Source: an optimization exercise on an open RTL-to-GDS flow (aim: small area, a short achievable clock period and few clock cycles per item). Production flows keep margins and buffers that such runs may drop.
At most, simulation tests tie the RTL to the original design; equivalence was not proved.
Power is estimated from default activity; no workload was simulated.

Setup of v54:
## dc_motor_position_supervisor_core
module dc_motor_position_supervisor_core #(
  parameter int MOTORS = 4,
  parameter int MAX_MM = 600
) (
  input  logic                                clk,
  input  logic                                rst_n,
  input  logic [dcmps_pkg::IN_DATA_W-1:0]     in_tdata,
  input  logic [1:0]                          in_tuser,
  input  logic                                in_tvalid,
  output logic                                in_tready,
  output logic [dcmps_pkg::OUT_DATA_W-1:0]    out_tdata,
  output logic                                out_tvalid,
  input  logic                                out_tready,
  input  logic                                cfg_valid,
  output logic                                cfg_ready,
  input  logic [dcmps_pkg::CFG_IDX_W-1:0]     cfg_index,
  input  logic [15:0]                         cfg_data
);
Settings: LEC_CHECK=0, ABC_AREA=1, CAP_MARGIN=20, CORE_MARGIN=2, CORE_UTILIZATION=40, SLEW_MARGIN=20; clock period 22.0 ns.
standard.sh (not shown) runs the stock make flow with config.mk's settings and CLKGATE_MAP_FILE= SYNTH_SCRIPT=/design/flow/synth_recipe.tcl, a recipe that flattens the netlist after the stock synthesis.
==> flow/flow/run.sh <==
#!/bin/bash
# Standard layout, with the resizer's setup repair aimed well below the clock period so that it
# sizes and buffers the record-update loop (the clock period and constraints are unchanged).
set -euo pipefail
bash standard.sh synth > synth.log 2>&1
bash standard.sh SETUP_SLACK_MARGIN=15 finish > layout.log 2>&1
Testbench counts of v54, summed over its fixed seeds: cycles 80,016, items 80,000.
Setup changes, v54 to v43
Settings: ABC_AREA removed (was 1).
==> results.txt <==
Between v54 and v43, the flow reports post-route total power decreasing by more than 10%. v43 ends up with a post-cts repair resize count that is 52% higher than in v54. Relative to v54, horizontal extent of the die has decreased by about 3% in v43. Per the comparison of v43 with v54, multiplexer share of the synthesized area up 0.61 points, critical path depth down 7.
Setup changes, v43 to v49
Settings: ABC_AREA now 1, previously not set; CORE_UTILIZATION now 65, was 40.
==> flow/flow/run.sh <==
#!/bin/bash
# Standard layout, with the resizer's setup repair aimed well below the clock period so that it
# sizes and buffers the record-update loop, and a clock tree without dummy balancing loads.
# The clock period and constraints are unchanged.
set -euo pipefail
bash standard.sh synth > synth.log 2>&1
bash standard.sh SETUP_SLACK_MARGIN=15 \
  "CTS_ARGS=-sink_clustering_enable -repair_clock_nets -dont_use_dummy_load" \
  finish > layout.log 2>&1
Relative to v43, the synthesized area measured on v49 has increased by a few percent. Power: v49 draws more than v43. Taking v43 as the reference, in v49 fraction of layout instances using a drive strength above 1 went down 10 points; clock period minus final worst setup slack shows a reduction of 0.73 ns. For final cell count, dividing the value from v43 by the value from v49 gives 0.901. Row count of nets after finishing: v49 higher / v43 lower. v49 against v43: global-route usage higher; wire length on met1 went down; non-clock buffer count went down by about 46%. Route | v49 vs v43 | wire longer in v49. Relative to v43, the vias per cell measured on v49 has increased by a few percent.

---

## v33
dc_motor_position_supervisor_core, a different RTL version from the one above (not shown whole).
For scale: roughly 6,000 cells after synthesis, ~170 I/O pins, roughly 64,000 um2 of cells after synthesis.
Design dc_motor_position_supervisor_core, start of the top module:
module dc_motor_position_supervisor_core #(
  parameter int MOTORS = 4,
  parameter int MAX_MM = 600
) (
  input  logic                                clk,
  input  logic                                rst_n,
  input  logic [dcmps_pkg::IN_DATA_W-1:0]     in_tdata,
  input  logic [1:0]                          in_tuser,
  input  logic                                in_tvalid,
  output logic                                in_tready,
  output logic [dcmps_pkg::OUT_DATA_W-1:0]    out_tdata,
  output logic                                out_tvalid,
  input  logic                                out_tready,
  input  logic                                cfg_valid,
  output logic                                cfg_ready,
  input  logic [dcmps_pkg::CFG_IDX_W-1:0]     cfg_index,
  input  logic [15:0]                         cfg_data
);
  function automatic logic [63:0] csa(input logic [31:0] a, input logic [31:0] b,
                                      input logic [31:0] c);
    csa = {((a & b) | (a & c) | (b & c)) << 1, a ^ b ^ c};
  endfunction
  logic [15:0] cal_r, stop_band_r, rearm_band_r, stall_win_r, home_grace_r, home_settle_r;
  logic [3:0]  enc_wide_r;
  logic [1:0]  polarity_r;
  assign cfg_ready = 1'b1;
  always_ff @(posedge clk) begin
    if (!rst_n) begin
      cal_r         <= dcmps_pkg::CAL_RESET;
      stop_band_r   <= dcmps_pkg::STOP_BAND_RESET;
      rearm_band_r  <= dcmps_pkg::REARM_BAND_RESET;
      stall_win_r   <= dcmps_pkg::STALL_WIN_RESET;
      home_grace_r  <= dcmps_pkg::HOME_GRACE_RESET;
      home_settle_r <= dcmps_pkg::HOME_SETTLE_RESET;
      enc_wide_r    <= dcmps_pkg::ENC_WIDE_RESET;
      polarity_r    <= dcmps_pkg::POLARITY_RESET;
    end else if (cfg_valid) begin
      case (cfg_index)
        dcmps_pkg::REG_CAL:         cal_r         <= cfg_data;
        dcmps_pkg::REG_STOP_BAND:   stop_band_r   <= cfg_data;
        dcmps_pkg::REG_REARM_BAND:  rearm_band_r  <= cfg_data;
        dcmps_pkg::REG_STALL_WIN:   stall_win_r   <= cfg_data;
        dcmps_pkg::REG_HOME_GRACE:  home_grace_r  <= cfg_data;
        dcmps_pkg::REG_HOME_SETTLE: home_settle_r <= cfg_data;
        dcmps_pkg::REG_ENC_WIDE:    enc_wide_r    <= cfg_data[3:0];
        dcmps_pkg::REG_POLARITY:    polarity_r    <= cfg_data[1:0];
        default: ;
      endcase
    end
  end
  logic        i_valid;
  ...
make LEC_CHECK=0 ABC_CLOCK_PERIOD_IN_PS=6000 CAP_MARGIN=20 CORE_MARGIN=2 CORE_UTILIZATION=40 SLEW_MARGIN=20 finish   # period 22.0 ns
run.sh (not shown) runs the stock make flow with config.mk's settings and CLKGATE_MAP_FILE= SYNTH_SCRIPT=/design/flow/synth_recipe.tcl, a recipe that flattens the netlist after the stock synthesis.
Stock flow here: none of the scripts above is used.
> inputs changed (v33 -> v28)
- a deleted ABC_CLOCK_PERIOD_IN_PS that had been 6000
[summary]
The final layout from v28, which completed every stage, passed the timing, design-rule and antenna checks at the end of the flow. Going from v33 to v28, layout overhead on the synthesized area barely changed; via count about even; post-CTS setup repair buffer count ~0 delta. Diff v33..v28 | gate count of the mapped netlist | unchanged. In terms of register-to-register slack, v33 and v28 differ only marginally.
Function was not checked in any run of this note: the RTL went through the layout flow alone.

-- re-timing with driven ports --
The results above use ideal ports. As a check the final layouts listed here were re-extracted and re-timed, cells and wires unchanged.
Step 1 assumes that a clkbuf_16 drives the clock port and a buf_2 every other input.
Step 2 moves the port delays by t, midway between the first and last clock arrival at a register: inputs arrive t later, outputs are due t later. That takes back most of the time a late clock gives input paths.
Three values: no drivers, after step 1, after step 2; two values: the first two.
run | t, ns | setup slack, ns | worst register clock-pin slew, ns | worst slew at a driven data input, ns
v54 | 0.823 | 15.040 / 15.040 / 14.678 | 0.07 / 0.07 | 0.06
v43 | 0.816 | 14.158 / 14.158 / 14.158 | 0.07 / 0.07 | 0.09
v49 | 0.766 | 14.888 / 14.888 / 14.458 | 0.08 / 0.08 | 0.09
v33 | 0.816 | 9.389 / 9.389 / 9.389 | 0.07 / 0.07 | 0.17
v28 | 0.816 | 9.389 / 9.389 / 9.389 | 0.07 / 0.07 | 0.17
After both steps every run listed still meets setup and hold. The setup slack of v49, which loses most, moves by 0.000 ns with the drivers and by -0.430 ns with both steps.
